Context: an optimization exercise on an open-source flow, tuned for small area, a short achievable clock period and few clock cycles per item. The choices shown serve that exercise and are no tape-out recipe. Only simulation tests tie the RTL to the original design; equivalence was not proved.

==> flow/design.v (outline; a module is shown in full before it is edited, if it fits) <==
// module tdpf_step_w20_k4: 1046 lines
// module tdpf_step_w10_k4: 866 lines
// module tdpf_store: 36 lines
// module trial_division_prime_factorizer_unit: 451 lines
module trial_division_prime_factorizer_unit #(
	parameter int MAX_DIVISOR = 1048576
) (
	input  logic                         clk,
	input  logic                         arst_n,
	input  logic                         s_tvalid,
	output logic                         s_tready,
	input  logic [tdpf_pkg::NUM_W-1:0]   s_tdata,   
	output logic                         m_tvalid,
	input  logic                         m_tready,
	output logic [tdpf_pkg::TDATA_W-1:0] m_tdata,   
	output logic [tdpf_pkg::STATUS_W-1:0] m_tuser,  
	output logic                         m_tlast,
	input  logic                         cfg_valid,
	output logic                         cfg_ready,
	input  logic [tdpf_pkg::CFG_W-1:0]   cfg_data   
);
  // ...
==> flow/run.sh <==
#!/bin/bash
# synth_recipe.tcl (not shown) runs the flow's synth.tcl, then flattens the netlist and writes it again
# the make line also repeats each setting of config.mk as NAME=value (left out here)
make -C /OpenROAD-flow-scripts/flow DESIGN_CONFIG=/design/flow/config.mk WORK_HOME=/design/flow/orfs CLKGATE_MAP_FILE= SYNTH_SCRIPT=/design/flow/synth_recipe.tcl finish
==> flow/config.mk <==
export PLATFORM = sky130hd
export DESIGN_NAME = trial_division_prime_factorizer_unit
export DESIGN_NICKNAME = trial_division_prime_factorizer_unit
export VERILOG_FILES = /design/flow/design.v
export SDC_FILE = /design/flow/constraint.sdc
export NUM_CORES = 4
export LEC_CHECK = 0
export CAP_MARGIN = 20
export CORE_MARGIN = 2
export CORE_UTILIZATION = 40
export SETUP_SLACK_MARGIN = 2.5
export SLEW_MARGIN = 20
==> flow/constraint.sdc <==
create_clock -name core_clock -period 6.0 [get_ports {clk}]
set_input_delay 1.2000 -clock core_clock [delete_from_list [all_inputs] [get_ports {clk}]]
set_output_delay 1.2000 -clock core_clock [all_outputs]
set_load 0.01 [all_outputs]
==> impl_results.md, run 1 <==
- Fillers: 10100
- Number of global-route vias before repair: between 30000 and 40000
- Share of layout cells above drive strength 1: between 20% and 30%
- Largest regs: u_store.g_slot.p_q x260, p_q x64, u_store.g_slot.c_q x54
- Final Cycle Share: 75.7%
- Non-clk buf share: under 10%
- Fin. Hold Viols: 0
- Distinct cells, synth: roughly 100
- Outcome: timing/DRC/antenna clean
- Hold Crit Class: reg -> reg
- Cell taking the most area after synthesis: edfxtp_1
- Async S/R FF share, synth: between 3 and 4%
- Largest delay share family, worst path: compound AO/OA/AOI/OAI gates
- Worst slew margin: between 30% and 40%
- Root buf cell: clkbuf_16
- WL/cell: roughly 23 µm
- Register area: just over 0.02 mm²
- Setup Viol. Count Final: 0
- Antenna diodes: 5
- Io pins: 184
- Worst EP arrival: around 5.1 ns
- Die height: 343 µm
- Setup Buffers After CTS: 188
- Clock buffers: about 120
Testbench counts, summed over its fixed seeds: cycles 89,953, items 320.
==> module trial_division_prime_factorizer_unit, before the edit <==
module trial_division_prime_factorizer_unit #(
	parameter int MAX_DIVISOR = 1048576
) (
	input  logic                         clk,
	input  logic                         arst_n,
	input  logic                         s_tvalid,
	output logic                         s_tready,
	input  logic [tdpf_pkg::NUM_W-1:0]   s_tdata,   
	output logic                         m_tvalid,
	input  logic                         m_tready,
	output logic [tdpf_pkg::TDATA_W-1:0] m_tdata,   
	output logic [tdpf_pkg::STATUS_W-1:0] m_tuser,  
	output logic                         m_tlast,
	input  logic                         cfg_valid,
	output logic                         cfg_ready,
	input  logic [tdpf_pkg::CFG_W-1:0]   cfg_data   
);
	localparam int K  = 4;                    
	localparam int W  = 20;                   
	localparam int WN = 10;                   
	localparam int M  = 4;                    
	localparam int NC = (64 + K - 1) / K;     
	localparam int CW = $clog2(NC);
	localparam int LI = (M > 1) ? $clog2(M) : 1;
	typedef enum logic [3:0] {
		S_IDLE, S_CHK, S_TWO, S_SEL, S_TEST, S_EVAL, S_WRITE, S_WB, S_FIN, S_OUT
	} state_t;
	state_t        state_q;
	logic [20:0]   cfg_q;
	logic [63:0]   p_q;         
	logic [6:0]    l_q;         
	logic [20:0]   lim_q;       
	logic [CW-1:0] cyc_q;       
	logic [7:0]    left_q;      
	logic          seen_q;      
	logic          retest_q;    
	logic [LI-1:0] sel_q;       
	logic [M-1:0]  en_q;        
	logic [M-1:0]  pend_q;      
	logic [20:0]   ds_q;
	logic          pv_q, gt_q;  
	logic          wheel_q;     
	logic [2:0]    widx_q;
	logic [2:0]    r7_q;
	logic [3:0]    r11_q, r13_q;
	logic [4:0]    bds_q;       
	logic [W-1:0]  q0_q;
	logic [4:0]    bq0_q;       
	logic [WN-1:0] qn_q [M];
	logic [LI:0]   qcnt_q;
	logic [W:0]    s0_q, c0_q;
	logic          ci0_q;
	logic [W-1:0]  d0_q;
	logic [WN:0]   sn_q [M];
	logic [WN:0]   cn_q [M];
	logic          cin_q [M];
	logic [WN-1:0] dn_q [M];
	logic [5:0]    cnt2_q;
	logic [3:0]    top_q;
	logic          ne_q;        
	logic [5:0]    tcnt_q;      
	logic          same_q;      
	logic          ov_q, olast_q, ocof_q;
	logic [1:0]    ouser_q;
	logic [19:0]   ofac_q;
	function automatic logic [6:0] bitlen64(input logic [63:0] x);
		bitlen64 = '0;
		for (int i = 0; i < 64; i++) if (x[i]) bitlen64 = 7'(i + 1);
	endfunction
	function automatic logic [4:0] bitlen20(input logic [19:0] x);
		bitlen20 = '0;
		for (int i = 0; i < 20; i++) if (x[i]) bitlen20 = 5'(i + 1);
	endfunction
	function automatic logic [2:0] bitlenk(input logic [K-1:0] x);
		bitlenk = '0;
		for (int i = 0; i < K; i++) if (x[i]) bitlenk = 3'(i + 1);
	endfunction
	logic        in_acc, out_acc;
	logic [20:0] lim_next;
	assign in_acc    = s_tvalid && s_tready;
	assign out_acc   = m_tvalid && m_tready;
	assign cfg_ready = 1'b1;
	always_comb begin
		if (cfg_q < 21'd2) lim_next = 21'd2;
		else if (cfg_q > 21'(MAX_DIVISOR)) lim_next = 21'(MAX_DIVISOR);
		else lim_next = cfg_q;
	end
	logic [63+W+K*NC:0] pext;
	logic [K-1:0]  h0, hn;
	logic [W:0]    s0_st, c0_st;
	logic          ci0_st;
	logic [K-1:0]  b0;
	logic [WN:0]   sn_st [M];
	logic [WN:0]   cn_st [M];
	logic          cin_st [M];
	logic [K-1:0]  bn [M];
	logic [M-1:0]  hit;
	assign pext = (64+W+K*NC)'(p_q);
	assign h0   = pext[W + K * cyc_q +: K];
	assign hn   = pext[WN + K * cyc_q +: K];
	tdpf_step_w20_k4 u_lane0 (
		.s (s0_q), .c (c0_q), .cin (ci0_q), .d (d0_q), .h (h0),
		.s_n (s0_st), .c_n (c0_st), .cin_n (ci0_st), .b (b0)
	);
	function automatic logic eqd0(input logic [W:0] s, input logic [W:0] c, input logic ci,
		input logic [W-1:0] d);
		logic [W:0] nd, u, v;
		nd = ~{1'b0, d};
		u  = s ^ c ^ nd;
		v  = (s & c) | (s & nd) | (c & nd);
		eqd0 = &(u ^ {v[W-1:0], ci});
	endfunction
	function automatic logic eqdn(input logic [WN:0] s, input logic [WN:0] c, input logic ci,
		input logic [WN-1:0] d);
		logic [WN:0] nd, u, v;
		nd = ~{1'b0, d};
		u  = s ^ c ^ nd;
		v  = (s & c) | (s & nd) | (c & nd);
		eqdn = &(u ^ {v[WN-1:0], ci});
	endfunction
	assign hit[0] = eqd0(s0_q, c0_q, ci0_q, d0_q);
	for (genvar i = 1; i < M; i++) begin : g_lane
		tdpf_step_w10_k4 u_lane (
			.s (sn_q[i]), .c (cn_q[i]), .cin (cin_q[i]), .d (dn_q[i]), .h (hn),
			.s_n (sn_st[i]), .c_n (cn_st[i]), .cin_n (cin_st[i]), .b (bn[i])
		);
		assign hit[i] = eqdn(sn_q[i], cn_q[i], cin_q[i], dn_q[i]);
	end
	logic [K-1:0] bsel, q;
	logic         seen_n;
	logic [W-1:0] dsel;
	always_comb begin
		bsel = b0;
		dsel = d0_q;
		for (int i = 1; i < M; i++) begin
			if (sel_q == LI'(i)) begin
				bsel = bn[i];
				dsel = W'(dn_q[i]);
			end
		end
	end
	always_comb begin
		logic sn;
		sn = seen_q;
		for (int i = 0; i < K; i++) begin
			q[i] = bsel[i] ^ sn;
			sn   = sn | bsel[i];
		end
		seen_n = sn;
	end
	logic        st_we_p, st_we_c;
	logic [3:0]  st_waddr, st_caddr;
	logic [5:0]  st_wcnt;
	logic [18:0] st_rprime;
	logic [5:0]  st_rcnt;
	assign st_we_p  = (state_q == S_WB) && !same_q;
	assign st_we_c  = (state_q == S_WB);
	assign st_waddr = same_q ? top_q : (ne_q ? top_q + 4'd1 : 4'd0);
	assign st_wcnt  = same_q ? tcnt_q + 6'd1 : 6'd1;
	assign st_caddr = top_q - 4'd1;
	tdpf_store u_store (
		.clk    (clk),
		.we_p   (st_we_p),
		.we_c   (st_we_c),
		.waddr  (st_waddr),
		.wprime (dsel[19:1]),
		.wcnt   (st_wcnt),
		.raddr  (top_q),
		.rprime (st_rprime),
		.caddr  (st_caddr),
		.rcnt   (st_rcnt)
	);
	assign m_tvalid = ov_q;
	assign m_tlast  = olast_q;
	assign m_tuser  = ouser_q;
	assign m_tdata  = {3'b000, ocof_q ? p_q : 64'd0, 1'b0, ofac_q};
	assign s_tready = (state_q == S_IDLE);
	logic        produce;
	logic [19:0] nfac;
	logic        nlast;
	logic        extra_now, cof_now;
	assign extra_now = (state_q == S_FIN) && (p_q[63:1] != '0);
	assign cof_now   = (p_q[63:21] != '0) || (p_q[20:0] > lim_q);
	always_comb begin
		if (extra_now) begin
			nfac  = cof_now ? 20'd0 : p_q[19:0];
			nlast = !ne_q && cnt2_q == '0;
		end else if (ne_q) begin
			nfac  = {st_rprime, 1'b1};
			nlast = tcnt_q == 6'd1 && top_q == '0 && cnt2_q == '0;
		end else begin
			nfac  = 20'd2;
			nlast = cnt2_q == 6'd1;
		end
	end
	logic [W-1:0]  cand0;
	logic          have0, ds_ok, ds_fits, ds_use, fin_now, go_batch, try_batch;
	logic [M-1:0]  en_next;
	logic [4:0]    bd0;
	assign ds_ok   = pv_q && !gt_q;
	assign ds_fits = (qcnt_q == '0) || (ds_q[20:WN] == '0);
	assign ds_use  = ds_ok && ds_fits && (qcnt_q < (LI+1)'(M));
	assign have0   = (qcnt_q != '0) || ds_ok;
	assign cand0   = (qcnt_q != '0) ? q0_q : ds_q[W-1:0];
	assign bd0     = (qcnt_q != '0) ? bq0_q : bds_q;
	always_comb begin
		for (int i = 0; i < M; i++) begin
			en_next[i] = ((LI+1)'(i) < qcnt_q) || ((LI+1)'(i) == qcnt_q && ds_use);
		end
	end
	function automatic logic [LI-1:0] lowest(input logic [M-1:0] v);
		lowest = '0;
		for (int i = M - 1; i >= 0; i--) if (v[i]) lowest = LI'(i);
	endfunction
	logic [M-1:0]  hits;
	logic          any_hit;
	logic [LI-1:0] hit_lane;
	assign hits     = hit & en_q;
	assign any_hit  = hits != '0;
	assign hit_lane = lowest(hits);
	assign try_batch = (state_q == S_SEL) || (state_q == S_EVAL && !any_hit);
	assign fin_now   = try_batch && (have0 ? ({bd0, 1'b0} >= {1'b0, l_q} + 7'd2) : gt_q);
	assign go_batch  = try_batch && have0 && !fin_now;
	logic [20:0] ds_nx;
	logic [2:0]  gap;
	logic [2:0]  r7_nx;
	logic [3:0]  r11_nx, r13_nx;
	logic        adv, wheel_nx;
	logic [4:0]  r7_sum, r11_sum, r13_sum;
	always_comb begin
		unique case (widx_q)
			3'd0: gap = 3'd6;
			3'd1: gap = 3'd4;
			3'd2: gap = 3'd2;
			3'd3: gap = 3'd4;
			3'd4: gap = 3'd2;
			3'd5: gap = 3'd4;
			3'd6: gap = 3'd6;
			default: gap = 3'd2;
		endcase
		if (!wheel_q) gap = 3'd2;
		ds_nx    = ds_q + 21'(gap);
		wheel_nx = wheel_q || ds_q == 21'd29;
		r7_sum   = {2'b00, r7_q} + {2'b00, gap};
		r11_sum  = {1'b0, r11_q} + {2'b00, gap};
		r13_sum  = {1'b0, r13_q} + {2'b00, gap};
		r7_nx    = (r7_sum >= 5'd7) ? 3'(r7_sum - 5'd7) : 3'(r7_sum);
		r11_nx   = (r11_sum >= 5'd11) ? 4'(r11_sum - 5'd11) : 4'(r11_sum);
		r13_nx   = (r13_sum >= 5'd13) ? 4'(r13_sum - 5'd13) : 4'(r13_sum);
		if (!wheel_q) begin
			r7_nx  = 3'd3;    
			r11_nx = 4'd9;    
			r13_nx = 4'd5;    
		end
	end
	logic enq;
	assign enq = ds_ok && (qcnt_q < (LI+1)'(M - 1)) && (qcnt_q == '0 || ds_q[20:WN] == '0) &&
		(state_q == S_TWO || state_q == S_TEST || state_q == S_WRITE || state_q == S_WB);
	assign adv = (!pv_q || enq || (go_batch && ds_use)) && !gt_q;
	always_ff @(posedge clk or negedge arst_n) begin
		if (!arst_n) begin
			state_q <= S_IDLE;
			cfg_q   <= tdpf_pkg::LIMIT_RESET;
			ov_q    <= 1'b0;
		end else begin
			if (cfg_valid) cfg_q <= cfg_data;
			unique case (state_q)
				S_IDLE: if (in_acc) state_q <= S_CHK;
				S_CHK: begin
					if (p_q[63:1] == '0) begin
						state_q <= S_OUT;
						ov_q    <= 1'b1;
					end else begin
						state_q <= S_TWO;
					end
				end
				S_TWO: if (p_q[0]) state_q <= S_SEL;
				S_SEL, S_EVAL: begin
					if (state_q == S_EVAL && any_hit) state_q <= S_WRITE;
					else if (fin_now) state_q <= S_FIN;
					else if (go_batch) state_q <= S_TEST;
					else state_q <= S_SEL;
				end
				S_TEST: if (left_q[7] || left_q <= 8'(K)) state_q <= S_EVAL;
				S_WRITE: if (left_q[7] || left_q <= 8'(K)) state_q <= S_WB;
				S_WB: state_q <= S_TEST;
				S_FIN: begin
					state_q <= S_OUT;
					ov_q    <= 1'b1;
				end
				S_OUT: begin
					if (out_acc && olast_q) begin
						state_q <= S_IDLE;
						ov_q    <= 1'b0;
					end
				end
				default: state_q <= S_IDLE;
			endcase
		end
	end
	assign produce = (state_q == S_FIN) || (state_q == S_OUT && out_acc && !olast_q);
	always_ff @(posedge clk) begin
		if (state_q == S_CHK) begin
			ds_q    <= 21'd3;
			bds_q   <= 5'd2;
			pv_q    <= 1'b1;
			gt_q    <= lim_q < 21'd3;
			wheel_q <= 1'b0;
			widx_q  <= 3'd0;
			qcnt_q  <= '0;
		end else begin
			if (adv) begin
				ds_q    <= ds_nx;
				bds_q   <= bitlen20(ds_nx[19:0]);
				gt_q    <= ds_nx > lim_q;
				wheel_q <= wheel_nx;
				widx_q  <= wheel_q ? widx_q + 3'd1 : 3'd0;
				r7_q    <= r7_nx;
				r11_q   <= r11_nx;
				r13_q   <= r13_nx;
				pv_q    <= !wheel_nx || (r7_nx != '0 && r11_nx != '0 && r13_nx != '0);
			end
			if (go_batch) begin
				qcnt_q <= '0;
			end else if (enq) begin
				qcnt_q <= qcnt_q + 1'b1;
				if (qcnt_q == '0) begin
					q0_q  <= ds_q[W-1:0];
					bq0_q <= bds_q;
				end
				for (int i = 1; i < M - 1; i++) begin
					if (qcnt_q == (LI+1)'(i)) qn_q[i] <= ds_q[WN-1:0];
				end
			end
		end
		unique case (state_q)
			S_IDLE: begin
				p_q   <= s_tdata;
				lim_q <= lim_next;
			end
			S_CHK: begin
				cnt2_q  <= '0;
				ne_q    <= 1'b0;
				same_q  <= 1'b0;
				l_q     <= bitlen64(p_q);
				ouser_q <= p_q[0] ? tdpf_pkg::STAT_ONE : tdpf_pkg::STAT_ZERO;
				olast_q <= 1'b1;
				ocof_q  <= 1'b0;
				ofac_q  <= '0;
			end
			S_TWO: begin
				if (!p_q[0]) begin
					p_q    <= {1'b0, p_q[63:1]};
					cnt2_q <= cnt2_q + 6'd1;
					l_q    <= l_q - 7'd1;
				end
			end
			S_SEL, S_EVAL: begin
				cyc_q  <= '0;
				seen_q <= 1'b0;
				if (state_q == S_EVAL && any_hit) begin
					left_q <= 8'(l_q);
					l_q    <= '0;
					sel_q  <= hit_lane;
					pend_q <= hits & ~(M'(1) << hit_lane);
					same_q <= retest_q && hit_lane == sel_q;
				end else if (go_batch) begin
					left_q   <= 8'(l_q) - 8'(bd0) + 8'd1;
					retest_q <= 1'b0;
					en_q     <= en_next;
					pend_q   <= '0;
					if (qcnt_q != '0) begin
						d0_q <= q0_q;
						for (int i = 1; i < M; i++) begin
							if ((LI+1)'(i) < qcnt_q) dn_q[i] <= qn_q[i];
							else if ((LI+1)'(i) == qcnt_q) dn_q[i] <= ds_q[WN-1:0];
						end
					end else begin
						d0_q <= ds_q[W-1:0];
					end
				end
			end
			S_TEST: begin
				cyc_q  <= cyc_q + 1'b1;
				left_q <= left_q - 8'(K);
			end
			S_WRITE: begin
				cyc_q  <= cyc_q + 1'b1;
				left_q <= left_q - 8'(K);
				seen_q <= seen_n;
				if (q != '0) l_q <= 7'(K * cyc_q) + 7'(bitlenk(q));
				for (int j = 0; j < 64; j++) begin
					if (cyc_q == CW'(j / K)) p_q[j] <= q[j % K];
				end
			end
			S_WB: begin
				cyc_q    <= '0;
				retest_q <= 1'b1;
				en_q     <= pend_q | (M'(1) << sel_q);
				left_q   <= 8'(l_q) - 8'(bitlen20(dsel)) + 8'd1;   
				same_q   <= 1'b1;
				ne_q     <= 1'b1;
				if (same_q) begin
					tcnt_q <= tcnt_q + 6'd1;
				end else begin
					tcnt_q <= 6'd1;
					top_q  <= ne_q ? top_q + 4'd1 : 4'd0;
				end
			end
			default: ;
		endcase
		if (state_q == S_TEST || state_q == S_WRITE) begin
			s0_q  <= s0_st;
			c0_q  <= c0_st;
			ci0_q <= ci0_st;
			for (int i = 1; i < M; i++) begin
				sn_q[i]  <= sn_st[i];
				cn_q[i]  <= cn_st[i];
				cin_q[i] <= cin_st[i];
			end
		end else begin
			s0_q  <= {1'b0, p_q[W-1:0]};
			c0_q  <= '0;
			ci0_q <= 1'b0;
			for (int i = 1; i < M; i++) begin
				sn_q[i]  <= {1'b0, p_q[WN-1:0]};
				cn_q[i]  <= '0;
				cin_q[i] <= 1'b0;
			end
		end
		if (produce) begin
			ofac_q  <= nfac;
			olast_q <= nlast;
			ocof_q  <= extra_now && cof_now;
			ouser_q <= (extra_now && cof_now) ? tdpf_pkg::STAT_COF : tdpf_pkg::STAT_FACTOR;
			if (!extra_now) begin
				if (ne_q) begin
					if (tcnt_q == 6'd1) begin
						if (top_q == '0) ne_q <= 1'b0;
						top_q  <= top_q - 4'd1;
						tcnt_q <= st_rcnt;
					end else begin
						tcnt_q <= tcnt_q - 6'd1;
					end
				end else begin
					cnt2_q <= cnt2_q - 6'd1;
				end
			end
		end
	end
endmodule
==> run 2, diff against run 1 <==
--- a/flow/design.v
+++ b/flow/design.v
@@ -10,17 +10,17 @@
 	localparam logic [STATUS_W-1:0] STAT_ZERO   = 2'd2;
 	localparam logic [STATUS_W-1:0] STAT_COF    = 2'd3;
 endpackage
 module tdpf_step_w20_k4 (
 	input  logic [20:0] s,
 	input  logic [20:0] c,
 	input  logic        cin,
 	input  logic [19:0] d,
-	input  logic [3:0] h,
+	input  logic [3:0] h,       
 	output logic [20:0] s_n,
 	output logic [20:0] c_n,
 	output logic        cin_n,
 	output logic [3:0] b
 );
 	logic [3:0] y;
 	always_comb begin
 		unique case ({s[3:0], c[3:0], cin})
@@ -1056,17 +1056,17 @@
 	assign s_n[20] = t170;
 	assign c_n[20] = 1'b0;
 endmodule
 module tdpf_step_w10_k4 (
 	input  logic [10:0] s,
 	input  logic [10:0] c,
 	input  logic        cin,
 	input  logic [9:0] d,
-	input  logic [3:0] h,
+	input  logic [3:0] h,       
 	output logic [10:0] s_n,
 	output logic [10:0] c_n,
 	output logic        cin_n,
 	output logic [3:0] b
 );
 	logic [3:0] y;
 	always_comb begin
 		unique case ({s[3:0], c[3:0], cin})
@@ -1917,16 +1917,614 @@
 	assign c_n[7] = t85;
 	assign s_n[8] = t86;
 	assign c_n[8] = t87;
 	assign s_n[9] = t88;
 	assign c_n[9] = t89;
 	assign s_n[10] = t90;
 	assign c_n[10] = 1'b0;
 endmodule
+module tdpf_rstep_w20_k4 (
+	input  logic [20:0] s,
+	input  logic [20:0] c,
+	input  logic        cin,
+	input  logic [19:0] d,
+	input  logic [3:0] h,       
+	output logic [20:0] s_n,
+	output logic [20:0] c_n,
+	output logic        cin_n,
+	output logic [3:0] b
+);
+	logic [3:0] y;
+	assign y = s[3:0] + c[3:0] + 4'(cin) + h;
+	always_comb begin
+		unique case ({d[3:1], y})
+			7'd0: b = 4'd0;
+			7'd1: b = 4'd15;
+			7'd2: b = 4'd14;
+			7'd3: b = 4'd13;
+			7'd4: b = 4'd12;
+			7'd5: b = 4'd11;
+			7'd6: b = 4'd10;
+			7'd7: b = 4'd9;
+			7'd8: b = 4'd8;
+			7'd9: b = 4'd7;
+			7'd10: b = 4'd6;
+			7'd11: b = 4'd5;
+			7'd12: b = 4'd4;
+			7'd13: b = 4'd3;
+			7'd14: b = 4'd2;
+			7'd15: b = 4'd1;
+			7'd16: b = 4'd0;
+			7'd17: b = 4'd5;
+			7'd18: b = 4'd10;
+			7'd19: b = 4'd15;
+			7'd20: b = 4'd4;
+			7'd21: b = 4'd9;
+			7'd22: b = 4'd14;
+			7'd23: b = 4'd3;
+			7'd24: b = 4'd8;
+			7'd25: b = 4'd13;
+			7'd26: b = 4'd2;
+			7'd27: b = 4'd7;
+			7'd28: b = 4'd12;
+			7'd29: b = 4'd1;
+			7'd30: b = 4'd6;
+			7'd31: b = 4'd11;
+			7'd32: b = 4'd0;
+			7'd33: b = 4'd3;
+			7'd34: b = 4'd6;
+			7'd35: b = 4'd9;
+			7'd36: b = 4'd12;
+			7'd37: b = 4'd15;
+			7'd38: b = 4'd2;
+			7'd39: b = 4'd5;
+			7'd40: b = 4'd8;
+			7'd41: b = 4'd11;
+			7'd42: b = 4'd14;
+			7'd43: b = 4'd1;
+			7'd44: b = 4'd4;
+			7'd45: b = 4'd7;
+			7'd46: b = 4'd10;
+			7'd47: b = 4'd13;
+			7'd48: b = 4'd0;
+			7'd49: b = 4'd9;
+			7'd50: b = 4'd2;
+			7'd51: b = 4'd11;
+			7'd52: b = 4'd4;
+			7'd53: b = 4'd13;
+			7'd54: b = 4'd6;
+			7'd55: b = 4'd15;
+			7'd56: b = 4'd8;
+			7'd57: b = 4'd1;
+			7'd58: b = 4'd10;
+			7'd59: b = 4'd3;
+			7'd60: b = 4'd12;
+			7'd61: b = 4'd5;
+			7'd62: b = 4'd14;
+			7'd63: b = 4'd7;
+			7'd64: b = 4'd0;
+			7'd65: b = 4'd7;
+			7'd66: b = 4'd14;
+			7'd67: b = 4'd5;
+			7'd68: b = 4'd12;
+			7'd69: b = 4'd3;
+			7'd70: b = 4'd10;
+			7'd71: b = 4'd1;
+			7'd72: b = 4'd8;
+			7'd73: b = 4'd15;
+			7'd74: b = 4'd6;
+			7'd75: b = 4'd13;
+			7'd76: b = 4'd4;
+			7'd77: b = 4'd11;
+			7'd78: b = 4'd2;
+			7'd79: b = 4'd9;
+			7'd80: b = 4'd0;
+			7'd81: b = 4'd13;
+			7'd82: b = 4'd10;
+			7'd83: b = 4'd7;
+			7'd84: b = 4'd4;
+			7'd85: b = 4'd1;
+			7'd86: b = 4'd14;
+			7'd87: b = 4'd11;
+			7'd88: b = 4'd8;
+			7'd89: b = 4'd5;
+			7'd90: b = 4'd2;
+			7'd91: b = 4'd15;
+			7'd92: b = 4'd12;
+			7'd93: b = 4'd9;
+			7'd94: b = 4'd6;
+			7'd95: b = 4'd3;
+			7'd96: b = 4'd0;
+			7'd97: b = 4'd11;
+			7'd98: b = 4'd6;
+			7'd99: b = 4'd1;
+			7'd100: b = 4'd12;
+			7'd101: b = 4'd7;
+			7'd102: b = 4'd2;
+			7'd103: b = 4'd13;
+			7'd104: b = 4'd8;
+			7'd105: b = 4'd3;
+			7'd106: b = 4'd14;
+			7'd107: b = 4'd9;
+			7'd108: b = 4'd4;
+			7'd109: b = 4'd15;
+			7'd110: b = 4'd10;
+			7'd111: b = 4'd5;
+			7'd112: b = 4'd0;
+			7'd113: b = 4'd1;
+			7'd114: b = 4'd2;
+			7'd115: b = 4'd3;
+			7'd116: b = 4'd4;
+			7'd117: b = 4'd5;
+			7'd118: b = 4'd6;
+			7'd119: b = 4'd7;
+			7'd120: b = 4'd8;
+			7'd121: b = 4'd9;
+			7'd122: b = 4'd10;
+			7'd123: b = 4'd11;
+			7'd124: b = 4'd12;
+			7'd125: b = 4'd13;
+			7'd126: b = 4'd14;
+			7'd127: b = 4'd15;
+			default: b = '0;
+		endcase
+	end
+	logic t1;
+	logic t2;
+	logic t3;
+	logic t4;
+	logic t5;
+	logic t6;
+	logic t7;
+	logic t8;
+	logic t9;
+	logic t10;
+	logic t11;
+	logic t12;
+	logic t13;
+	logic t14;
+	logic t15;
+	logic t16;
+	logic t17;
+	logic t18;
+	logic t19;
+	logic t20;
+	logic t21;
+	logic t22;
+	logic t23;
+	logic t24;
+	logic t25;
+	logic t26;
+	logic t27;
+	logic t28;
+	logic t29;
+	logic t30;
+	logic t31;
+	logic t32;
+	logic t33;
+	logic t34;
+	logic t35;
+	logic t36;
+	logic t37;
+	logic t38;
+	logic t39;
+	logic t40;
+	logic t41;
+	logic t42;
+	logic t43;
+	logic t44;
+	logic t45;
+	logic t46;
+	logic t47;
+	logic t48;
+	logic t49;
+	logic t50;
+	logic t51;
+	logic t52;
+	logic t53;
+	logic t54;
+	logic t55;
+	logic t56;
+	logic t57;
+	logic t58;
+	logic t59;
+	logic t60;
+	logic t61;
+	logic t62;
+	logic t63;
+	logic t64;
+	logic t65;
+	logic t66;
+	logic t67;
+	logic t68;
+	logic t69;
+	logic t70;
+	logic t71;
+	logic t72;
+	logic t73;
+	logic t74;
+	logic t75;
+	logic t76;
+	logic t77;
+	logic t78;
+	logic t79;
+	logic t80;
+	logic t81;
+	logic t82;
+	logic t83;
+	logic t84;
+	logic t85;
+	logic t86;
+	logic t87;
+	logic t88;
+	logic t89;
+	logic t90;
+	logic t91;
+	logic t92;
+	logic t93;
+	logic t94;
+	logic t95;
+	logic t96;
+	logic t97;
+	logic t98;
+	logic t99;
+	logic t100;
+	logic t101;
+	logic t102;
+	logic t103;
+	logic t104;
+	logic t105;
+	logic t106;
+	logic t107;
+	logic t108;
+	logic t109;
+	logic t110;
+	logic t111;
+	logic t112;
+	logic t113;
+	logic t114;
+	logic t115;
+	logic t116;
+	logic t117;
+	logic t118;
+	logic t119;
+	logic t120;
+	logic t121;
+	logic t122;
+	logic t123;
+	logic t124;
+	logic t125;
+	logic t126;
+	logic t127;
+	logic t128;
+	logic t129;
+	logic t130;
+	logic t131;
+	logic t132;
+	logic t133;
+	logic t134;
+	logic t135;
+	logic t136;
+	logic t137;
+	logic t138;
+	logic t139;
+	logic t140;
+	logic t141;
+	logic t142;
+	logic t143;
+	logic t144;
+	logic t145;
+	logic t146;
+	logic t147;
+	logic t148;
+	logic t149;
+	logic t150;
+	logic t151;
+	logic t152;
+	logic t153;
+	logic t154;
+	logic t155;
+	logic t156;
+	logic t157;
+	logic t158;
+	logic t159;
+	logic t160;
+	logic t161;
+	logic t162;
+	logic t163;
+	logic t164;
+	logic t165;
+	logic t166;
+	logic t167;
+	logic t168;
+	logic t169;
+	logic t170;
+	logic t171;
+	logic t172;
+	logic t173;
+	logic t174;
+	logic t175;
+	logic t176;
+	logic t177;
+	logic t178;
+	logic t179;
+	logic t180;
+	logic t181;
+	logic t182;
+	logic t183;
+	logic t184;
+	logic t185;
+	logic t186;
+	logic t187;
+	logic t188;
+	logic t189;
+	logic t190;
+	logic t191;
+	logic t192;
+	logic t193;
+	logic t194;
+	logic t195;
+	logic t196;
+	logic t197;
+	logic t198;
+	logic t199;
+	logic t200;
+	logic t201;
+	logic t202;
+	logic t203;
+	logic t204;
+	assign t1 = s[3] ^ c[3];
+	assign t2 = s[3] & c[3];
+	assign t3 = s[4] ^ c[4];
+	assign t4 = s[4] & c[4];
+	assign t5 = s[5] ^ c[5];
+	assign t6 = s[5] & c[5];
+	assign t7 = s[6] ^ c[6];
+	assign t8 = s[6] & c[6];
+	assign t9 = s[7] ^ c[7];
+	assign t10 = s[7] & c[7];
+	assign t11 = s[8] ^ c[8];
+	assign t12 = s[8] & c[8];
+	assign t13 = s[9] ^ c[9];
+	assign t14 = s[9] & c[9];
+	assign t15 = s[10] ^ c[10];
+	assign t16 = s[10] & c[10];
+	assign t17 = s[11] ^ c[11];
+	assign t18 = s[11] & c[11];
+	assign t19 = s[12] ^ c[12];
+	assign t20 = s[12] & c[12];
+	assign t21 = s[13] ^ c[13];
+	assign t22 = s[13] & c[13];
+	assign t23 = s[14] ^ c[14];
+	assign t24 = s[14] & c[14];
+	assign t25 = s[15] ^ c[15];
+	assign t26 = s[15] & c[15];
+	assign t27 = s[16] ^ c[16];
+	assign t28 = s[16] & c[16];
+	assign t29 = s[17] ^ c[17];
+	assign t30 = s[17] & c[17];
+	assign t31 = s[18] ^ c[18];
+	assign t32 = s[18] & c[18];
+	assign t33 = s[19] ^ c[19];
+	assign t34 = s[19] & c[19];
+	assign t35 = s[0] ^ c[0];
+	assign t36 = s[0] & c[0];
+	assign t37 = s[1] ^ c[1] ^ (b[0] & d[1]);
+	assign t38 = (s[1] & c[1]) | (s[1] & (b[0] & d[1])) | (c[1] & (b[0] & d[1]));
+	assign t39 = s[2] ^ c[2] ^ (b[0] & d[2]);
+	assign t40 = (s[2] & c[2]) | (s[2] & (b[0] & d[2])) | (c[2] & (b[0] & d[2]));
+	assign t41 = (b[1] & d[1]) ^ b[2];
+	assign t42 = (b[1] & d[1]) & b[2];
+	assign t43 = t1 ^ (b[0] & d[3]) ^ (b[1] & d[2]);
+	assign t44 = (t1 & (b[0] & d[3])) | (t1 & (b[1] & d[2])) | ((b[0] & d[3]) & (b[1] & d[2]));
+	assign t45 = (b[2] & d[1]) ^ b[3] ^ h[3];
+	assign t46 = ((b[2] & d[1]) & b[3]) | ((b[2] & d[1]) & h[3]) | (b[3] & h[3]);
+	assign t47 = t2 ^ t3 ^ (b[0] & d[4]);
+	assign t48 = (t2 & t3) | (t2 & (b[0] & d[4])) | (t3 & (b[0] & d[4]));
+	assign t49 = (b[1] & d[3]) ^ (b[2] & d[2]) ^ (b[3] & d[1]);
+	assign t50 = ((b[1] & d[3]) & (b[2] & d[2])) | ((b[1] & d[3]) & (b[3] & d[1])) | ((b[2] & d[2]) & (b[3] & d[1]));
+	assign t51 = t4 ^ t5 ^ (b[0] & d[5]);
+	assign t52 = (t4 & t5) | (t4 & (b[0] & d[5])) | (t5 & (b[0] & d[5]));
+	assign t53 = (b[1] & d[4]) ^ (b[2] & d[3]) ^ (b[3] & d[2]);
+	assign t54 = ((b[1] & d[4]) & (b[2] & d[3])) | ((b[1] & d[4]) & (b[3] & d[2])) | ((b[2] & d[3]) & (b[3] & d[2]));
+	assign t55 = t6 ^ t7 ^ (b[0] & d[6]);
+	assign t56 = (t6 & t7) | (t6 & (b[0] & d[6])) | (t7 & (b[0] & d[6]));
+	assign t57 = (b[1] & d[5]) ^ (b[2] & d[4]) ^ (b[3] & d[3]);
+	assign t58 = ((b[1] & d[5]) & (b[2] & d[4])) | ((b[1] & d[5]) & (b[3] & d[3])) | ((b[2] & d[4]) & (b[3] & d[3]));
+	assign t59 = t8 ^ t9 ^ (b[0] & d[7]);
+	assign t60 = (t8 & t9) | (t8 & (b[0] & d[7])) | (t9 & (b[0] & d[7]));
+	assign t61 = (b[1] & d[6]) ^ (b[2] & d[5]) ^ (b[3] & d[4]);
+	assign t62 = ((b[1] & d[6]) & (b[2] & d[5])) | ((b[1] & d[6]) & (b[3] & d[4])) | ((b[2] & d[5]) & (b[3] & d[4]));
+	assign t63 = t10 ^ t11 ^ (b[0] & d[8]);
+	assign t64 = (t10 & t11) | (t10 & (b[0] & d[8])) | (t11 & (b[0] & d[8]));
+	assign t65 = (b[1] & d[7]) ^ (b[2] & d[6]) ^ (b[3] & d[5]);
+	assign t66 = ((b[1] & d[7]) & (b[2] & d[6])) | ((b[1] & d[7]) & (b[3] & d[5])) | ((b[2] & d[6]) & (b[3] & d[5]));
+	assign t67 = t12 ^ t13 ^ (b[0] & d[9]);
+	assign t68 = (t12 & t13) | (t12 & (b[0] & d[9])) | (t13 & (b[0] & d[9]));
+	assign t69 = (b[1] & d[8]) ^ (b[2] & d[7]) ^ (b[3] & d[6]);
+	assign t70 = ((b[1] & d[8]) & (b[2] & d[7])) | ((b[1] & d[8]) & (b[3] & d[6])) | ((b[2] & d[7]) & (b[3] & d[6]));
+	assign t71 = t14 ^ t15 ^ (b[0] & d[10]);
+	assign t72 = (t14 & t15) | (t14 & (b[0] & d[10])) | (t15 & (b[0] & d[10]));
+	assign t73 = (b[1] & d[9]) ^ (b[2] & d[8]) ^ (b[3] & d[7]);
+	assign t74 = ((b[1] & d[9]) & (b[2] & d[8])) | ((b[1] & d[9]) & (b[3] & d[7])) | ((b[2] & d[8]) & (b[3] & d[7]));
+	assign t75 = t16 ^ t17 ^ (b[0] & d[11]);
+	assign t76 = (t16 & t17) | (t16 & (b[0] & d[11])) | (t17 & (b[0] & d[11]));
+	assign t77 = (b[1] & d[10]) ^ (b[2] & d[9]) ^ (b[3] & d[8]);
+	assign t78 = ((b[1] & d[10]) & (b[2] & d[9])) | ((b[1] & d[10]) & (b[3] & d[8])) | ((b[2] & d[9]) & (b[3] & d[8]));
+	assign t79 = t18 ^ t19 ^ (b[0] & d[12]);
+	assign t80 = (t18 & t19) | (t18 & (b[0] & d[12])) | (t19 & (b[0] & d[12]));
+	assign t81 = (b[1] & d[11]) ^ (b[2] & d[10]) ^ (b[3] & d[9]);
+	assign t82 = ((b[1] & d[11]) & (b[2] & d[10])) | ((b[1] & d[11]) & (b[3] & d[9])) | ((b[2] & d[10]) & (b[3] & d[9]));
+	assign t83 = t20 ^ t21 ^ (b[0] & d[13]);
+	assign t84 = (t20 & t21) | (t20 & (b[0] & d[13])) | (t21 & (b[0] & d[13]));
+	assign t85 = (b[1] & d[12]) ^ (b[2] & d[11]) ^ (b[3] & d[10]);
+	assign t86 = ((b[1] & d[12]) & (b[2] & d[11])) | ((b[1] & d[12]) & (b[3] & d[10])) | ((b[2] & d[11]) & (b[3] & d[10]));
+	assign t87 = t22 ^ t23 ^ (b[0] & d[14]);
+	assign t88 = (t22 & t23) | (t22 & (b[0] & d[14])) | (t23 & (b[0] & d[14]));
+	assign t89 = (b[1] & d[13]) ^ (b[2] & d[12]) ^ (b[3] & d[11]);
+	assign t90 = ((b[1] & d[13]) & (b[2] & d[12])) | ((b[1] & d[13]) & (b[3] & d[11])) | ((b[2] & d[12]) & (b[3] & d[11]));
+	assign t91 = t24 ^ t25 ^ (b[0] & d[15]);
+	assign t92 = (t24 & t25) | (t24 & (b[0] & d[15])) | (t25 & (b[0] & d[15]));
+	assign t93 = (b[1] & d[14]) ^ (b[2] & d[13]) ^ (b[3] & d[12]);
+	assign t94 = ((b[1] & d[14]) & (b[2] & d[13])) | ((b[1] & d[14]) & (b[3] & d[12])) | ((b[2] & d[13]) & (b[3] & d[12]));
+	assign t95 = t26 ^ t27 ^ (b[0] & d[16]);
+	assign t96 = (t26 & t27) | (t26 & (b[0] & d[16])) | (t27 & (b[0] & d[16]));
+	assign t97 = (b[1] & d[15]) ^ (b[2] & d[14]) ^ (b[3] & d[13]);
+	assign t98 = ((b[1] & d[15]) & (b[2] & d[14])) | ((b[1] & d[15]) & (b[3] & d[13])) | ((b[2] & d[14]) & (b[3] & d[13]));
+	assign t99 = t28 ^ t29 ^ (b[0] & d[17]);
+	assign t100 = (t28 & t29) | (t28 & (b[0] & d[17])) | (t29 & (b[0] & d[17]));
+	assign t101 = (b[1] & d[16]) ^ (b[2] & d[15]) ^ (b[3] & d[14]);
+	assign t102 = ((b[1] & d[16]) & (b[2] & d[15])) | ((b[1] & d[16]) & (b[3] & d[14])) | ((b[2] & d[15]) & (b[3] & d[14]));
+	assign t103 = t30 ^ t31 ^ (b[0] & d[18]);
+	assign t104 = (t30 & t31) | (t30 & (b[0] & d[18])) | (t31 & (b[0] & d[18]));
+	assign t105 = (b[1] & d[17]) ^ (b[2] & d[16]) ^ (b[3] & d[15]);
+	assign t106 = ((b[1] & d[17]) & (b[2] & d[16])) | ((b[1] & d[17]) & (b[3] & d[15])) | ((b[2] & d[16]) & (b[3] & d[15]));
+	assign t107 = t32 ^ t33 ^ (b[0] & d[19]);
+	assign t108 = (t32 & t33) | (t32 & (b[0] & d[19])) | (t33 & (b[0] & d[19]));
+	assign t109 = (b[1] & d[18]) ^ (b[2] & d[17]) ^ (b[3] & d[16]);
+	assign t110 = ((b[1] & d[18]) & (b[2] & d[17])) | ((b[1] & d[18]) & (b[3] & d[16])) | ((b[2] & d[17]) & (b[3] & d[16]));
+	assign t111 = t34 ^ s[20] ^ c[20];
+	assign t112 = (t34 & s[20]) | (t34 & c[20]) | (s[20] & c[20]);
+	assign t113 = (b[1] & d[19]) ^ (b[2] & d[18]) ^ (b[3] & d[17]);
+	assign t114 = ((b[1] & d[19]) & (b[2] & d[18])) | ((b[1] & d[19]) & (b[3] & d[17])) | ((b[2] & d[18]) & (b[3] & d[17]));
+	assign t115 = t35 ^ cin;
+	assign t116 = t35 & cin;
+	assign t117 = t36 ^ t37 ^ b[1];
+	assign t118 = (t36 & t37) | (t36 & b[1]) | (t37 & b[1]);
+	assign t119 = t38 ^ t39 ^ t41;
+	assign t120 = (t38 & t39) | (t38 & t41) | (t39 & t41);
+	assign t121 = t40 ^ t42 ^ t43;
+	assign t122 = (t40 & t42) | (t40 & t43) | (t42 & t43);
+	assign t123 = t44 ^ t46 ^ t47;
+	assign t124 = (t44 & t46) | (t44 & t47) | (t46 & t47);
+	assign t125 = t48 ^ t50 ^ t51;
+	assign t126 = (t48 & t50) | (t48 & t51) | (t50 & t51);
+	assign t127 = t52 ^ t54 ^ t55;
+	assign t128 = (t52 & t54) | (t52 & t55) | (t54 & t55);
+	assign t129 = t56 ^ t58 ^ t59;
+	assign t130 = (t56 & t58) | (t56 & t59) | (t58 & t59);
+	assign t131 = t60 ^ t62 ^ t63;
+	assign t132 = (t60 & t62) | (t60 & t63) | (t62 & t63);
+	assign t133 = t64 ^ t66 ^ t67;
+	assign t134 = (t64 & t66) | (t64 & t67) | (t66 & t67);
+	assign t135 = t68 ^ t70 ^ t71;
+	assign t136 = (t68 & t70) | (t68 & t71) | (t70 & t71);
+	assign t137 = t72 ^ t74 ^ t75;
+	assign t138 = (t72 & t74) | (t72 & t75) | (t74 & t75);
+	assign t139 = t76 ^ t78 ^ t79;
+	assign t140 = (t76 & t78) | (t76 & t79) | (t78 & t79);
+	assign t141 = t80 ^ t82 ^ t83;
+	assign t142 = (t80 & t82) | (t80 & t83) | (t82 & t83);
+	assign t143 = t84 ^ t86 ^ t87;
+	assign t144 = (t84 & t86) | (t84 & t87) | (t86 & t87);
+	assign t145 = t88 ^ t90 ^ t91;
+	assign t146 = (t88 & t90) | (t88 & t91) | (t90 & t91);
+	assign t147 = t92 ^ t94 ^ t95;
+	assign t148 = (t92 & t94) | (t92 & t95) | (t94 & t95);
+	assign t149 = t96 ^ t98 ^ t99;
+	assign t150 = (t96 & t98) | (t96 & t99) | (t98 & t99);
+	assign t151 = t100 ^ t102 ^ t103;
+	assign t152 = (t100 & t102) | (t100 & t103) | (t102 & t103);
+	assign t153 = t104 ^ t106 ^ t107;
+	assign t154 = (t104 & t106) | (t104 & t107) | (t106 & t107);
+	assign t155 = t108 ^ t110 ^ t111;
+	assign t156 = (t108 & t110) | (t108 & t111) | (t110 & t111);
+	assign t157 = t112 ^ t114 ^ (b[2] & d[19]);
+	assign t158 = (t112 & t114) | (t112 & (b[2] & d[19])) | (t114 & (b[2] & d[19]));
+	assign t159 = t115 ^ b[0];
+	assign t160 = t115 & b[0];
+	assign t161 = t116 ^ t117 ^ h[1];
+	assign t162 = (t116 & t117) | (t116 & h[1]) | (t117 & h[1]);
+	assign t163 = t118 ^ t119 ^ h[2];
+	assign t164 = (t118 & t119) | (t118 & h[2]) | (t119 & h[2]);
+	assign t165 = t120 ^ t121 ^ t45;
+	assign t166 = (t120 & t121) | (t120 & t45) | (t121 & t45);
+	assign t167 = t122 ^ t123 ^ t49;
+	assign t168 = (t122 & t123) | (t122 & t49) | (t123 & t49);
+	assign t169 = t124 ^ t125 ^ t53;
+	assign t170 = (t124 & t125) | (t124 & t53) | (t125 & t53);
+	assign t171 = t126 ^ t127 ^ t57;
+	assign t172 = (t126 & t127) | (t126 & t57) | (t127 & t57);
+	assign t173 = t128 ^ t129 ^ t61;
+	assign t174 = (t128 & t129) | (t128 & t61) | (t129 & t61);
+	assign t175 = t130 ^ t131 ^ t65;
+	assign t176 = (t130 & t131) | (t130 & t65) | (t131 & t65);
+	assign t177 = t132 ^ t133 ^ t69;
+	assign t178 = (t132 & t133) | (t132 & t69) | (t133 & t69);
+	assign t179 = t134 ^ t135 ^ t73;
+	assign t180 = (t134 & t135) | (t134 & t73) | (t135 & t73);
+	assign t181 = t136 ^ t137 ^ t77;
+	assign t182 = (t136 & t137) | (t136 & t77) | (t137 & t77);
+	assign t183 = t138 ^ t139 ^ t81;
+	assign t184 = (t138 & t139) | (t138 & t81) | (t139 & t81);
+	assign t185 = t140 ^ t141 ^ t85;
+	assign t186 = (t140 & t141) | (t140 & t85) | (t141 & t85);
+	assign t187 = t142 ^ t143 ^ t89;
+	assign t188 = (t142 & t143) | (t142 & t89) | (t143 & t89);
+	assign t189 = t144 ^ t145 ^ t93;
+	assign t190 = (t144 & t145) | (t144 & t93) | (t145 & t93);
+	assign t191 = t146 ^ t147 ^ t97;
+	assign t192 = (t146 & t147) | (t146 & t97) | (t147 & t97);
+	assign t193 = t148 ^ t149 ^ t101;
+	assign t194 = (t148 & t149) | (t148 & t101) | (t149 & t101);
+	assign t195 = t150 ^ t151 ^ t105;
+	assign t196 = (t150 & t151) | (t150 & t105) | (t151 & t105);
+	assign t197 = t152 ^ t153 ^ t109;
+	assign t198 = (t152 & t153) | (t152 & t109) | (t153 & t109);
+	assign t199 = t154 ^ t155 ^ t113;
+	assign t200 = (t154 & t155) | (t154 & t113) | (t155 & t113);
+	assign t201 = t156 ^ t157 ^ (b[3] & d[18]);
+	assign t202 = (t156 & t157) | (t156 & (b[3] & d[18])) | (t157 & (b[3] & d[18]));
+	assign t203 = t158 ^ (b[3] & d[19]);
+	assign t204 = t158 & (b[3] & d[19]);
+	assign cin_n = t159 | h[0] | t160 | t161 | t162 | t163 | t164 | t165;
+	assign s_n[0] = t166;
+	assign c_n[0] = t167;
+	assign s_n[1] = t168;
+	assign c_n[1] = t169;
+	assign s_n[2] = t170;
+	assign c_n[2] = t171;
+	assign s_n[3] = t172;
+	assign c_n[3] = t173;
+	assign s_n[4] = t174;
+	assign c_n[4] = t175;
+	assign s_n[5] = t176;
+	assign c_n[5] = t177;
+	assign s_n[6] = t178;
+	assign c_n[6] = t179;
+	assign s_n[7] = t180;
+	assign c_n[7] = t181;
+	assign s_n[8] = t182;
+	assign c_n[8] = t183;
+	assign s_n[9] = t184;
+	assign c_n[9] = t185;
+	assign s_n[10] = t186;
+	assign c_n[10] = t187;
+	assign s_n[11] = t188;
+	assign c_n[11] = t189;
+	assign s_n[12] = t190;
+	assign c_n[12] = t191;
+	assign s_n[13] = t192;
+	assign c_n[13] = t193;
+	assign s_n[14] = t194;
+	assign c_n[14] = t195;
+	assign s_n[15] = t196;
+	assign c_n[15] = t197;
+	assign s_n[16] = t198;
+	assign c_n[16] = t199;
+	assign s_n[17] = t200;
+	assign c_n[17] = t201;
+	assign s_n[18] = t202;
+	assign c_n[18] = t203;
+	assign s_n[19] = t204;
+	assign c_n[19] = 1'b0;
+	assign s_n[20] = 1'b0;
+	assign c_n[20] = 1'b0;
+endmodule
 module tdpf_store (
 	input  logic        clk,
 	input  logic        we_p,       
 	input  logic        we_c,       
 	input  logic [3:0]  waddr,
 	input  logic [18:0] wprime,     
 	input  logic [5:0]  wcnt,
 	input  logic [3:0]  raddr,
@@ -2001,17 +2599,18 @@
 	logic          pv_q, gt_q;  
 	logic          wheel_q;     
 	logic [2:0]    widx_q;
 	logic [2:0]    r7_q;
 	logic [3:0]    r11_q, r13_q;
 	logic [4:0]    bds_q;       
 	logic [W-1:0]  q0_q;
 	logic [4:0]    bq0_q;       
-	logic [WN-1:0] qn_q [M];
+	logic [WN-1:0] qn_q [M];     
+	logic [WN-1:0] qslot [M];
 	logic [LI:0]   qcnt_q;
 	logic [W:0]    s0_q, c0_q;
 	logic          ci0_q;
 	logic [W-1:0]  d0_q;
 	logic [WN:0]   sn_q [M];
 	logic [WN:0]   cn_q [M];
 	logic          cin_q [M];
 	logic [WN-1:0] dn_q [M];
@@ -2081,16 +2680,24 @@
 	assign hit[0] = eqd0(s0_q, c0_q, ci0_q, d0_q);
 	for (genvar i = 1; i < M; i++) begin : g_lane
 		tdpf_step_w10_k4 u_lane (
 			.s (sn_q[i]), .c (cn_q[i]), .cin (cin_q[i]), .d (dn_q[i]), .h (hn),
 			.s_n (sn_st[i]), .c_n (cn_st[i]), .cin_n (cin_st[i]), .b (bn[i])
 		);
 		assign hit[i] = eqdn(sn_q[i], cn_q[i], cin_q[i], dn_q[i]);
 	end
+	logic [W:0]    sr_q, cr_q, sr_st, cr_st;
+	logic          cir_q, cir_st, rhit;
+	logic [K-1:0]  qr_q;
+	tdpf_rstep_w20_k4 u_rlane (
+		.s (sr_q), .c (cr_q), .cin (cir_q), .d (dsel), .h (qr_q),
+		.s_n (sr_st), .c_n (cr_st), .cin_n (cir_st), .b ()
+	);
+	assign rhit = eqd0(sr_q, cr_q, cir_q, dsel);
 	logic [K-1:0] bsel, q;
 	logic         seen_n;
 	logic [W-1:0] dsel;
 	always_comb begin
 		bsel = b0;
 		dsel = d0_q;
 		for (int i = 1; i < M; i++) begin
 			if (sel_q == LI'(i)) begin
@@ -2103,16 +2710,23 @@
 		logic sn;
 		sn = seen_q;
 		for (int i = 0; i < K; i++) begin
 			q[i] = bsel[i] ^ sn;
 			sn   = sn | bsel[i];
 		end
 		seen_n = sn;
 	end
+	for (genvar i = 1; i < M; i++) begin : g_qs
+		if (i < M - 1) begin : g_q
+			assign qslot[i] = qn_q[i];
+		end else begin : g_n
+			assign qslot[i] = '0;
+		end
+	end
 	logic        st_we_p, st_we_c;
 	logic [3:0]  st_waddr, st_caddr;
 	logic [5:0]  st_wcnt;
 	logic [18:0] st_rprime;
 	logic [5:0]  st_rcnt;
 	assign st_we_p  = (state_q == S_WB) && !same_q;
 	assign st_we_c  = (state_q == S_WB);
 	assign st_waddr = same_q ? top_q : (ne_q ? top_q + 4'd1 : 4'd0);
@@ -2168,22 +2782,30 @@
 			en_next[i] = ((LI+1)'(i) < qcnt_q) || ((LI+1)'(i) == qcnt_q && ds_use);
 		end
 	end
 	function automatic logic [LI-1:0] lowest(input logic [M-1:0] v);
 		lowest = '0;
 		for (int i = M - 1; i >= 0; i--) if (v[i]) lowest = LI'(i);
 	endfunction
 	logic [M-1:0]  hits;
-	logic          any_hit;
-	logic [LI-1:0] hit_lane;
-	assign hits     = hit & en_q;
-	assign any_hit  = hits != '0;
-	assign hit_lane = lowest(hits);
-	assign try_batch = (state_q == S_SEL) || (state_q == S_EVAL && !any_hit);
+	logic          any_hit, pend_any, wr_go, wr_same;
+	logic [LI-1:0] hit_lane, pend_lane, wr_lane;
+	logic [M-1:0]  pend_next;
+	assign hits      = hit & en_q;
+	assign any_hit   = hits != '0;
+	assign hit_lane  = lowest(hits);
+	assign pend_any  = pend_q != '0;
+	assign pend_lane = lowest(pend_q);
+	assign wr_go     = (state_q == S_EVAL) && (retest_q ? (rhit || pend_any) : any_hit);
+	assign wr_lane   = retest_q ? (rhit ? sel_q : pend_lane) : hit_lane;
+	assign wr_same   = retest_q && rhit;
+	assign pend_next = retest_q ? (rhit ? pend_q : (pend_q & ~(M'(1) << pend_lane)))
+	                            : (hits & ~(M'(1) << hit_lane));
+	assign try_batch = (state_q == S_SEL) || (state_q == S_EVAL && !wr_go);
 	assign fin_now   = try_batch && (have0 ? ({bd0, 1'b0} >= {1'b0, l_q} + 7'd2) : gt_q);
 	assign go_batch  = try_batch && have0 && !fin_now;
 	logic [20:0] ds_nx;
 	logic [2:0]  gap;
 	logic [2:0]  r7_nx;
 	logic [3:0]  r11_nx, r13_nx;
 	logic        adv, wheel_nx;
 	logic [4:0]  r7_sum, r11_sum, r13_sum;
@@ -2193,17 +2815,23 @@
 			3'd1: gap = 3'd4;
 			3'd2: gap = 3'd2;
 			3'd3: gap = 3'd4;
 			3'd4: gap = 3'd2;
 			3'd5: gap = 3'd4;
 			3'd6: gap = 3'd6;
 			default: gap = 3'd2;
 		endcase
-		if (!wheel_q) gap = 3'd2;
+		if (!wheel_q) begin
+			unique case (ds_q[4:0])
+				5'd7, 5'd13, 5'd19: gap = 3'd4;
+				5'd23: gap = 3'd6;
+				default: gap = 3'd2;
+			endcase
+		end
 		ds_nx    = ds_q + 21'(gap);
 		wheel_nx = wheel_q || ds_q == 21'd29;
 		r7_sum   = {2'b00, r7_q} + {2'b00, gap};
 		r11_sum  = {1'b0, r11_q} + {2'b00, gap};
 		r13_sum  = {1'b0, r13_q} + {2'b00, gap};
 		r7_nx    = (r7_sum >= 5'd7) ? 3'(r7_sum - 5'd7) : 3'(r7_sum);
 		r11_nx   = (r11_sum >= 5'd11) ? 4'(r11_sum - 5'd11) : 4'(r11_sum);
 		r13_nx   = (r13_sum >= 5'd13) ? 4'(r13_sum - 5'd13) : 4'(r13_sum);
@@ -2231,24 +2859,24 @@
 						state_q <= S_OUT;
 						ov_q    <= 1'b1;
 					end else begin
 						state_q <= S_TWO;
 					end
 				end
 				S_TWO: if (p_q[0]) state_q <= S_SEL;
 				S_SEL, S_EVAL: begin
-					if (state_q == S_EVAL && any_hit) state_q <= S_WRITE;
+					if (wr_go) state_q <= S_WRITE;
 					else if (fin_now) state_q <= S_FIN;
 					else if (go_batch) state_q <= S_TEST;
 					else state_q <= S_SEL;
 				end
 				S_TEST: if (left_q[7] || left_q <= 8'(K)) state_q <= S_EVAL;
 				S_WRITE: if (left_q[7] || left_q <= 8'(K)) state_q <= S_WB;
-				S_WB: state_q <= S_TEST;
+				S_WB: state_q <= S_EVAL;
 				S_FIN: begin
 					state_q <= S_OUT;
 					ov_q    <= 1'b1;
 				end
 				S_OUT: begin
 					if (out_acc && olast_q) begin
 						state_q <= S_IDLE;
 						ov_q    <= 1'b0;
@@ -2313,31 +2941,31 @@
 					p_q    <= {1'b0, p_q[63:1]};
 					cnt2_q <= cnt2_q + 6'd1;
 					l_q    <= l_q - 7'd1;
 				end
 			end
 			S_SEL, S_EVAL: begin
 				cyc_q  <= '0;
 				seen_q <= 1'b0;
-				if (state_q == S_EVAL && any_hit) begin
+				if (wr_go) begin
 					left_q <= 8'(l_q);
 					l_q    <= '0;
-					sel_q  <= hit_lane;
-					pend_q <= hits & ~(M'(1) << hit_lane);
-					same_q <= retest_q && hit_lane == sel_q;
+					sel_q  <= wr_lane;
+					pend_q <= pend_next;
+					same_q <= wr_same;
 				end else if (go_batch) begin
 					left_q   <= 8'(l_q) - 8'(bd0) + 8'd1;
 					retest_q <= 1'b0;
 					en_q     <= en_next;
 					pend_q   <= '0;
 					if (qcnt_q != '0) begin
 						d0_q <= q0_q;
 						for (int i = 1; i < M; i++) begin
-							if ((LI+1)'(i) < qcnt_q) dn_q[i] <= qn_q[i];
+							if ((LI+1)'(i) < qcnt_q) dn_q[i] <= qslot[i];
 							else if ((LI+1)'(i) == qcnt_q) dn_q[i] <= ds_q[WN-1:0];
 						end
 					end else begin
 						d0_q <= ds_q[W-1:0];
 					end
 				end
 			end
 			S_TEST: begin
@@ -2349,20 +2977,17 @@
 				left_q <= left_q - 8'(K);
 				seen_q <= seen_n;
 				if (q != '0) l_q <= 7'(K * cyc_q) + 7'(bitlenk(q));
 				for (int j = 0; j < 64; j++) begin
 					if (cyc_q == CW'(j / K)) p_q[j] <= q[j % K];
 				end
 			end
 			S_WB: begin
-				cyc_q    <= '0;
 				retest_q <= 1'b1;
-				en_q     <= pend_q | (M'(1) << sel_q);
-				left_q   <= 8'(l_q) - 8'(bitlen20(dsel)) + 8'd1;   
 				same_q   <= 1'b1;
 				ne_q     <= 1'b1;
 				if (same_q) begin
 					tcnt_q <= tcnt_q + 6'd1;
 				end else begin
 					tcnt_q <= 6'd1;
 					top_q  <= ne_q ? top_q + 4'd1 : 4'd0;
 				end
@@ -2383,16 +3008,27 @@
 			c0_q  <= '0;
 			ci0_q <= 1'b0;
 			for (int i = 1; i < M; i++) begin
 				sn_q[i]  <= {1'b0, p_q[WN-1:0]};
 				cn_q[i]  <= '0;
 				cin_q[i] <= 1'b0;
 			end
 		end
+		if (state_q == S_WRITE || state_q == S_WB) begin
+			sr_q  <= sr_st;
+			cr_q  <= cr_st;
+			cir_q <= cir_st;
+			qr_q  <= q;
+		end else begin
+			sr_q  <= '0;
+			cr_q  <= '0;
+			cir_q <= 1'b0;
+			qr_q  <= '0;
+		end
 		if (produce) begin
 			ofac_q  <= nfac;
 			olast_q <= nlast;
 			ocof_q  <= extra_now && cof_now;
 			ouser_q <= (extra_now && cof_now) ? tdpf_pkg::STAT_COF : tdpf_pkg::STAT_FACTOR;
 			if (!extra_now) begin
 				if (ne_q) begin
 					if (tcnt_q == 6'd1) begin
==> flow/config.mk (replaced) <==
export PLATFORM = sky130hd
export DESIGN_NAME = trial_division_prime_factorizer_unit
export DESIGN_NICKNAME = trial_division_prime_factorizer_unit
export VERILOG_FILES = /design/flow/design.v
export SDC_FILE = /design/flow/constraint.sdc
export NUM_CORES = 4
export LEC_CHECK = 0
export CAP_MARGIN = 20
export CORE_MARGIN = 2
export CORE_UTILIZATION = 40
export SETUP_SLACK_MARGIN = 1.5
export SLEW_MARGIN = 20
==> run 2 against run 1 <==
Against the previous run: via count increased by 6.0%; still clean; critical endpoint is now cr_q[2]$_SDFF_PN0_; routed wire length rose by 5.4%; cell area up 2.2%; critical path depth is 3 lower; highest routed layer unchanged; area after synthesis grew 9.9%; largest cell class unchanged.
==> impl_results.md, run 2 <==
- Fmax: 0.211 GHz (was 0.220 GHz)
- Clock-pin slew on the worst setup and hold paths: 0.07 ns (was 0.06 ns)
- Worst slew margin: 18.1% (was 35.0%)
- WS Path Type: reg -> reg (unchanged)
- Die span in x: 359 µm (was 343 µm)
- Io pins: 184 (unchanged)
- Fin. Hold Viols: 0 (unchanged)
- DRT antenna net count: 0 (unchanged)
- Via count: 38100 (was 35900)
- Max cap viols: 0 (unchanged)
- Total Nets Final: 5762 (was 5353)
- Synth cell count leaders: nand2_1 (617), edfxtp_1 (556), inv_1 (555) (was nand2_1 (567), edfxtp_1 (555), inv_1 (435))
- Max reg flops: 260 (unchanged)
- Worst EP arrival: 5.31 ns (was 5.09 ns)
- Post-synthesis sequential area ratio: 42.4% (was 44.7%)
- Htree depth: 3 (unchanged)
- Top reg by flops: u_store.g_slot.p_q (unchanged)
- Crit-path max cell delay: 0.58 ns (was 0.52 ns)
- Grt ovf: 0 (unchanged)
- Distinct cells, synth: 115 (was 99)
- Clk latency of the worst-skew pair: 0.69 ns (was 0.67 ns)
- Post-route core utilization: 47.5% (was 51.0%)
- Initial antenna violation count: 13 (was 7)
- Syn Inst Count: 4888 (was 4410)
- Starting Density: 40.2% (about the same)
- WL/cell: 22.8 µm (was 23.1 µm)
- RSZ-0062 raised after global routing: yes (unchanged)
- DP Wirelength: 110000 µm (was 100000 µm)
- Post-route minimum period: 4.74 ns (was 4.54 ns)
- First-pass GRT wire length: 235000 µm (was 220000 µm)
- Rows: 130 (was 124)
- Die Area: 0.129 mm² (was 0.117 mm²)
- Drt first pass iters: 6 (unchanged)
- Clock buffer depth: 3 (unchanged)
- Hold Crit Class: reg -> reg (unchanged)
- Initial detailed-routing violation count: 3457 (was 3310)
- Top-count cell post-synth: nand2_1 (unchanged)
- Flop2flop setup slack: 1.26 ns (was 1.46 ns)
- Cell Chain, Critical Path: fa_1 -> ha_4 -> inv_2 -> fa_2 -> inv_4 -> ha_1 -> a2111oi_2 -> nor4b_4 -> a21oi_2 -> nand2b_4 -> o21ai_4 -> or2_4 -> fa_2 -> fa_1 -> inv_1 -> fa_1 -> and2_1 (was inv_4 -> ha_4 -> buf_4 -> nand2b_1 -> a2111oi_1 -> a31oi_2 -> o211a_4 -> o2111a_1 -> a31oi_1 -> mux2i_1 -> a22o_1 -> o21ba_4 -> clkinv_4 -> buf_6 -> nand2_2 -> fa_2 -> inv_2 -> fa_1 -> fa_2 -> and2_1)
- CTS buffer count: 87 (was 84)
- Synth top area cells: edfxtp_1 (33%), fa_1 (14%), dfxtp_1 (8.0%), ha_1 (5.2%), nand2_1 (4.6%) (was edfxtp_1 (36%), fa_1 (10%), dfxtp_1 (6.9%), ha_1 (5.0%), nand2_1 (4.6%))
- Worst-Margin Slew: 1.23 ns (was 0.975 ns)
- Total GRT Usage: 23.8% (was 24.6%)
- Pre-CTS WS: 0.785 ns (was 1.08 ns)
- Clk sinks: 784 (was 739)
- Number of global-route vias before repair: 37800 (was 35400)
- Crit path max-delay cell type: fa_1 (unchanged)
- Die height: 359 µm (was 343 µm)
- Async S/R FF share, synth: 3.32% (was 3.52%)
- Outcome: timing/DRC/antenna clean (unchanged)
- Highest-count cells in the layout ignoring fill and taps: nand2_1 (598), edfxtp_1 (556), inv_1 (509) (was edfxtp_1 (555), nand2_1 (512), inv_1 (350))
- Largest regs: u_store.g_slot.p_q x260, p_q x64, u_store.g_slot.c_q x54 (unchanged)
- Final Cycle Share: 78.9% (was 75.7%)
- Clk_skew: 0.0332 ns (was 0.0185 ns)
- TNS Setup: 0 ns (unchanged)
- Main synth FF type: edfxtp_1 (unchanged)
- Root buf cell: clkbuf_16 (unchanged)
- Largest net degree at the start of global routing: 76 (was 97)
- Most frequent CP cell: fa_1 (was fa_2)
- Max Fanout on Critical Path: 5 (unchanged)
- Routability cong.: 0.942 (was 0.890)
- Max Slew Vio Count: 0 (unchanged)
- # hold bufs at CTS: 0 (unchanged)
- Final wirelength: 156000 µm (was 148000 µm)
- Share of layout cells above drive strength 1: 15.4% (was 25.3%)
- Setup Viol. Count Final: 0 (unchanged)
- EDFF count, synth: 556 (was 555)
- Crit. End Element: flop (unchanged)
- # port buffers: 178 (unchanged)
- # DRC: 0 (unchanged)
- CTS tree: built (unchanged)
- Commonest non-fill, non-tap cell in the layout: nand2_1 (was edfxtp_1)
- Worst Path Required: 6.58 ns (was 6.55 ns)
- Post-Syn Area: 0.0504 mm² (was 0.0458 mm²)
- Ys Warns: 23 (was 30)
- FF+latch count, synth: 784 (was 739)
- Fillers: 11500 (was 10100)
- Critical path buffer and inverter count: 3 (was 5)
- Area grow syn2layout: 18.0% (was 26.9%)
- Largest delay share family, worst path: adder cells (was compound AO/OA/AOI/OAI gates)
- Cell taking the most area after synthesis: edfxtp_1 (unchanged)
- Vias per Instance: 5.56 (was 5.59)
- Core ar.: 0.125 mm² (was 0.114 mm²)
- Mapped Avg Cell Area: 10.3 µm² (was 10.4 µm²)
- Critical path startpoint category: flop (unchanged)
- Setup ws final: 1.26 ns (was 1.46 ns)
- Share of the synthesized area in the top cell type: 33.1% (was 36.4%)
run 2: cell count changes after synthesis, sizes merged, moves of 29 or more:
cell / delta
inv: +117
fa: +100
nor2: +89
nand2: +53
and3: +50
o21ai: -47
dfxtp: +44
a22oi: +33
nand3: -29
run 2: timing repair:
item                                    CTS  global route
cloned                                    5             2
gates resized for setup                 191           197
setup buffers                            67            30
endpoints found under the setup margin  288           258
pin swaps                                46            78
run 2: final cells by class:
type	count	area [µm²]	area share, %
Antenna cell	2	5.00	0.00842
Clock buffer	118	2430	4.10
Clock inverter	46	447	0.751
Inverter	560	2130	3.58
Multi-Input combinational cell	3311	27500	46.2
Sequential cell	784	21500	36.1
Tap cell	1650	2060	3.47
Timing Repair Buffer	378	3460	5.82
run 2: worst register-to-register path, delay by kind of cell (launching register included):
kind / cells / cell delay [ns]
buffers and inverters: 3 / 0.15
adder cells (fa/ha/maj): 7 / 2.76
AO/OA/AOI/OAI: 3 / 0.70
AND/OR/NAND/NOR: 4 / 0.70
flip-flops: 1 / 0.33
run 2: path summary, 6_finish.rpt:
| kind | from | to | cells after the start |
|---|---|---|---|
| min reg2reg | bds_q[1]$_SDFFE_PP1P_ | bq0_q[1]$_DFFE_PP_ | 0 |
| min | bds_q[1]$_SDFFE_PP1P_ | bq0_q[1]$_DFFE_PP_ | 0 |
| max in group asynchronous | arst_n | cfg_q[20]$_DFFE_PN1P_ | 2 |
| min in group asynchronous | arst_n | state_q[0]$_DFFE_PN0P_ | 2 |
| max | qr_q[0]$_SDFF_PN0_ | cr_q[2]$_SDFF_PN0_ | 17 |
| max reg2reg | qr_q[0]$_SDFF_PN0_ | cr_q[2]$_SDFF_PN0_ | 17 |
run 2: routing by layer:
metal  routed length, µm  global-route usage, %  part of all wire, %
met5                  74                      0                0.047
met1               64200                   31.3                   41
met4                7930                   10.7                  5.1
met3               13200                   5.27                  8.5
met2               70700                   37.7                   45
run 2: cells by family after synthesis:
family                     count (synthesis)  synth area share (%)
other                                      2                0.0149
xor gates and xnor gates                 184                  3.23
and+or+nand+nor                         1590                  15.0
DFF                                      784                  42.4
buffers and inverters                    800                  6.14
AOI/OAI and AO/OA                        865                  11.3
adders and majority gates                557                  18.9
muxes                                    106                  2.94
run 2: stage by stage:
stage	area (µm²)	std cells	hold slack (ns)
floorplan	50500	4892	0.403
global placement	54200	6579	0.444
detailed placement	54200	6579	0.452
CTS	58400	6815	0.450
global route	59500	6847	0.471
finish	59500	6849	0.438
Testbench counts of run 2, summed over its fixed seeds: cycles 70,139, items 320.

static timing again, ports no longer ideal:
The flow's constraints put no driver on any port. The routed layouts listed below were extracted and timed again, unchanged, in two steps. Step 1: set_driving_cell puts a clkbuf_16 on clk and a buf_2 on each other input, an assumption about the parent block. Step 2 moves the port delays by t, midway between the first and last clock arrival at a register: inputs arrive t later, outputs are due t later. That takes back most of the time a late clock gives input paths. a / b / c = no drivers / after step 1 / after step 2; a / b = the first two.
run | t, ns | setup slack, ns | worst hold slack (ns)
run 1 | 0.734 | 1.461 / 1.461 / 1.461 | 0.487 / 0.487 / 0.487
run 2 | 0.743 | 1.264 / 1.264 / 1.264 | 0.438 / 0.438 / 0.438
After both steps setup and hold are still met in every run listed.
